What follows belongs to an exercise in optimizing a design on an open flow for small area; a production flow would make more cautious choices. In this exercise RTL edits were held to simulation tests only and were not proved equivalent to the original.

==> flow/design.v <==
`timescale 1ns/1ps
module minilab_top (
  input  logic        CLOCK_50,
  input  logic        KEY,
  input  logic [9:0]  SW,
  output logic        LEDR,
  output logic [6:0]  HEX0,
  output logic [6:0]  HEX1,
  output logic [6:0]  HEX2,
  output logic [6:0]  HEX3,
  output logic [6:0]  HEX4,
  output logic [6:0]  HEX5,
  output logic        mem_read,
  output logic [31:0] mem_address,
  input  logic [63:0] mem_readdata,
  input  logic        mem_readdatavalid,
  input  logic        mem_waitrequest
);
  localparam int RW = 19;
  logic       pass;       
  logic       is_b;       
  logic [2:0] row;        
  logic       req;        
  logic       wait_rsp;   
  logic [2:0] j;          
  logic       done;
  logic capture;
  assign capture = wait_rsp && mem_readdatavalid;
  always_ff @(posedge CLOCK_50 or negedge KEY) begin
    if (!KEY) begin
      pass     <= 1'b0;
      is_b     <= 1'b1;
      row      <= 3'd0;
      req      <= 1'b0;
      wait_rsp <= 1'b0;
      j        <= 3'd0;
      done     <= 1'b0;
    end else begin
      if (req && !mem_waitrequest) begin
        req      <= 1'b0;
        wait_rsp <= 1'b1;
      end
      if (capture) begin
        wait_rsp <= 1'b0;
        if (is_b) begin
          is_b <= 1'b0;
          req  <= 1'b1;
        end else begin
          j <= 3'd1;
        end
      end
      if (j != 3'd0) j <= j + 3'd1;
      if (j == 3'd7) begin
        row <= row + 3'd1;
        if (row == 3'd7) begin
          if (pass) begin
            done <= 1'b1;
          end else begin
            pass <= 1'b1;
            is_b <= 1'b1;
            req  <= 1'b1;
          end
        end else begin
          req <= 1'b1;
        end
      end
      if (!req && !wait_rsp && is_b && !pass && j == 3'd0) req <= 1'b1;
    end
  end
  assign mem_read    = req;
  assign mem_address = is_b ? 32'd0 : {28'd0, 1'b0, row} + 32'd1;
  assign LEDR        = done;
  logic [31:0] h;
  assign h = pass ? mem_readdata[31:0] : mem_readdata[63:32];
  logic [31:0] b_q;
  always_ff @(posedge CLOCK_50) begin
    if (capture && is_b) b_q <= h;
  end
  logic [3:0] a_q [7];
  always_ff @(posedge CLOCK_50) begin
    for (int m = 0; m < 6; m++) begin
      if (j == 3'd0) a_q[m] <= h[27-4*m -: 4];
      else           a_q[m] <= a_q[m+1];
    end
    a_q[6] <= h[3:0];
  end
  logic [3:0] op_a;
  logic [7:0] op_b;
  logic       hi;
  assign op_a = (j == 3'd0) ? h[31:28] : a_q[0];
  assign op_b = b_q[31 - 8*j[2:1] -: 8];
  assign hi   = !j[0];
  logic [RW-1:0] res [8];
  logic [2:0]    sel_idx;
  logic [RW-1:0] sel;
  logic [RW-1:0] base;
  logic [RW-1:0] sum;
  logic [11:0]   prod;
  logic [15:0]   addend;
  logic          we;
  assign sel_idx = done ? SW[3:1] : row;
  assign sel     = res[sel_idx];
  assign base    = (!pass && j == 3'd0) ? '0 : sel;
  assign prod    = op_a * op_b;
  assign addend = hi ? {prod, 4'd0} : {4'd0, prod};
  assign sum     = base + RW'(addend);
  assign we      = (capture && !is_b) || (j != 3'd0);
  always_ff @(posedge CLOCK_50) begin
    for (int i = 0; i < 8; i++) begin
      if (we && row == 3'(i)) res[i] <= sum;
    end
  end
  function automatic logic [6:0] seg_of(input logic [3:0] nib);
    case (nib)
      4'h0:    seg_of = 7'b1000000;
      4'h1:    seg_of = 7'b1111001;
      4'h2:    seg_of = 7'b0100100;
      4'h3:    seg_of = 7'b0110000;
      4'h4:    seg_of = 7'b0011001;
      4'h5:    seg_of = 7'b0010010;
      4'h6:    seg_of = 7'b0000010;
      4'h7:    seg_of = 7'b1111000;
      4'h8:    seg_of = 7'b0000000;
      4'h9:    seg_of = 7'b0011000;
      4'ha:    seg_of = 7'b0001000;
      4'hb:    seg_of = 7'b0000011;
      4'hc:    seg_of = 7'b1000110;
      4'hd:    seg_of = 7'b0100001;
      4'he:    seg_of = 7'b0000110;
      default: seg_of = 7'b0001110;
    endcase
  endfunction
  logic        show;
  logic [23:0] shown;
  assign show  = done && SW[0];
  assign shown = {5'd0, sel};
  assign HEX0 = show ? seg_of(shown[3:0])   : 7'b1111111;
  assign HEX1 = show ? seg_of(shown[7:4])   : 7'b1111111;
  assign HEX2 = show ? seg_of(shown[11:8])  : 7'b1111111;
  assign HEX3 = show ? seg_of(shown[15:12]) : 7'b1111111;
  assign HEX4 = show ? seg_of(shown[19:16]) : 7'b1111111;
  assign HEX5 = show ? seg_of(shown[23:20]) : 7'b1111111;
endmodule
==> flow/config.mk <==
export PLATFORM = sky130hd
export DESIGN_NAME = minilab_top
export DESIGN_NICKNAME = minilab_top
export VERILOG_FILES = /design/flow/design.v
export SDC_FILE = /design/flow/constraint.sdc
export NUM_CORES = 4
export LEC_CHECK = 0
export CAP_MARGIN = 0
export CORE_MARGIN = 2
export CORE_UTILIZATION = 50
export GPL_TIMING_DRIVEN = 0
export SLEW_MARGIN = 0
==> flow/constraint.sdc <==
create_clock -name core_clock -period 8.0 [get_ports {CLOCK_50}]
set_input_delay 1.6000 -clock core_clock [delete_from_list [all_inputs] [get_ports {CLOCK_50}]]
set_output_delay 1.6000 -clock core_clock [all_outputs]
set_load 0.01 [all_outputs]
standard.sh (not shown) runs the stock make flow with config.mk's settings and CLKGATE_MAP_FILE= SYNTH_SCRIPT=/design/flow/synth_recipe.tcl, a recipe that flattens the netlist after the stock synthesis.
==> flow/flow/run.sh <==
#!/bin/bash
# Layout flow: the standard flow (standard.sh) with these changes:
#  - synthesis maps logic with an area-oriented ABC script (flow/area.abc),
#    without ORFS's half/full-adder extraction, Kogge-Stone adder map or pass-through output
#    buffers (flow/my_synth.tcl); registers are mapped
#    exactly as in the standard synthesis;
#  - port buffers use the smallest buffer cell;
#  - clock tree: clkbuf_8 leaf clusters, no dummy loads.
# Each tool's output goes to flow_run.log (make) and ORFS's own logs.
set -euo pipefail
HERE=$(pwd)
sed "s|SYNTH_SCRIPT=[^ ]*|SYNTH_SCRIPT=$HERE/flow/my_synth.tcl|" standard.sh > my_standard.sh
export BUFFER_PORTS_ARGS="-buffer_cell sky130_fd_sc_hd__buf_1"
export CTS_ARGS="-sink_clustering_enable -repair_clock_nets -dont_use_dummy_load -buf_list sky130_fd_sc_hd__clkbuf_8 -sink_clustering_size 16 -sink_clustering_max_diameter 60"
export MY_ABC_SCRIPT=$HERE/flow/area.abc
bash my_standard.sh ADDER_MAP_FILE= SYNTH_OPERATIONS_ARGS=-noshare SYNTH_INSBUF=0 finish > flow_run.log 2>&1
==> flow/flow/area.abc <==
strash
&get -n
&fraig -x
&put
dc2
strash
dch -f
amap -m
==> flow/flow/my_synth.tcl <==
# synth_recipe.tcl with an area-oriented ABC mapping: the default yosys ABC
# script in place of ORFS's speed script. Everything else (front end,
# register mapping, flatten and renames) is the same as the standard flow's.
proc synth {args} { yosys synth -nofsm -noshare {*}$args }
proc abc {args} {
  set keep {}
  set i 0
  while {$i < [llength $args]} {
    set a [lindex $args $i]
    if {$a eq "-script" || $a eq "-constr" || $a eq "-D"} {
      incr i 2
      continue
    }
    lappend keep $a
    incr i
  }
  if {[info exists ::env(MY_ABC_D)] && $::env(MY_ABC_D) ne ""} {
    lappend keep -D $::env(MY_ABC_D)
  }
  if {[info exists ::env(MY_ABC_SCRIPT)] && $::env(MY_ABC_SCRIPT) ne ""} {
    lappend keep -script $::env(MY_ABC_SCRIPT)
  }
  yosys abc {*}$keep
}
source $::env(SCRIPTS_DIR)/synth.tcl
# left out here: clear keep_hierarchy, flatten, clean up, hide names made inside functions, write 1_2_yosys.v
==> next run, changes <==
==> flow/flow/run.sh (replaced) <==
#!/bin/bash
# Layout flow: the standard flow (standard.sh) with these changes:
#  - synthesis maps logic with yosys's default (area-oriented) ABC script,
#    without ORFS's half/full-adder extraction, Kogge-Stone adder map or
#    pass-through output buffers (flow/my_synth.tcl); registers are mapped
#    exactly as in the standard synthesis;
#  - port buffers use the smallest buffer cell;
#  - clock tree: clkbuf_8 leaf clusters, no dummy loads.
# Each tool's output goes to flow_run.log (make) and ORFS's own logs.
set -euo pipefail
HERE=$(pwd)
sed "s|SYNTH_SCRIPT=[^ ]*|SYNTH_SCRIPT=$HERE/flow/my_synth.tcl|" standard.sh > my_standard.sh
export BUFFER_PORTS_ARGS="-buffer_cell sky130_fd_sc_hd__buf_1"
export CTS_ARGS="${CTS_ARGS_OVERRIDE:--sink_clustering_enable -repair_clock_nets -dont_use_dummy_load -buf_list sky130_fd_sc_hd__clkbuf_8 -sink_clustering_size 16 -sink_clustering_max_diameter 60}"
bash my_standard.sh ADDER_MAP_FILE= SYNTH_OPERATIONS_ARGS=-noshare SYNTH_INSBUF=0 finish > flow_run.log 2>&1
--- a/flow/flow/my_synth.tcl
+++ b/flow/flow/my_synth.tcl
@@ -16,8 +16,2 @@
   }
-  if {[info exists ::env(MY_ABC_D)] && $::env(MY_ABC_D) ne ""} {
-    lappend keep -D $::env(MY_ABC_D)
-  }
-  if {[info exists ::env(MY_ABC_SCRIPT)] && $::env(MY_ABC_SCRIPT) ne ""} {
-    lappend keep -script $::env(MY_ABC_SCRIPT)
-  }
   yosys abc {*}$keep
Settings changed: CAP_MARGIN 0 to 20, CORE_UTILIZATION 50 to 40, SLEW_MARGIN 0 to 20.
removed: flow/flow/area.abc
Outcome:
- The new run finished but fails on negative setup slack
- die area rises by 29%
- maximum frequency falls by 12%

separate check: timing with driven ports:
The results above use ideal ports. As a check the final layouts listed here were re-extracted and re-timed, cells and wires unchanged. Step 1: set_driving_cell puts a clkbuf_16 on CLOCK_50 and a buf_2 on each other input, an assumption about the parent block. Step 2 times the ports against the registers' clock, not the clock port: input delays grow and output delays shrink by t, the midpoint of the rising clock arrivals with the driver on. a / b / c = no drivers / after step 1 / after step 2; a / b = the first two.
run | shift t [ns] | setup slack, ns | worst setup path at the end
the first run | 0.538 | 0.900 / 0.918 / 0.380 | input to register
the second run | 0.547 | -0.024 / -0.009 / -0.556 | input to register
The setup slack of the second run, which loses most, moves by +0.015 ns with the drivers and by -0.532 ns with both steps.
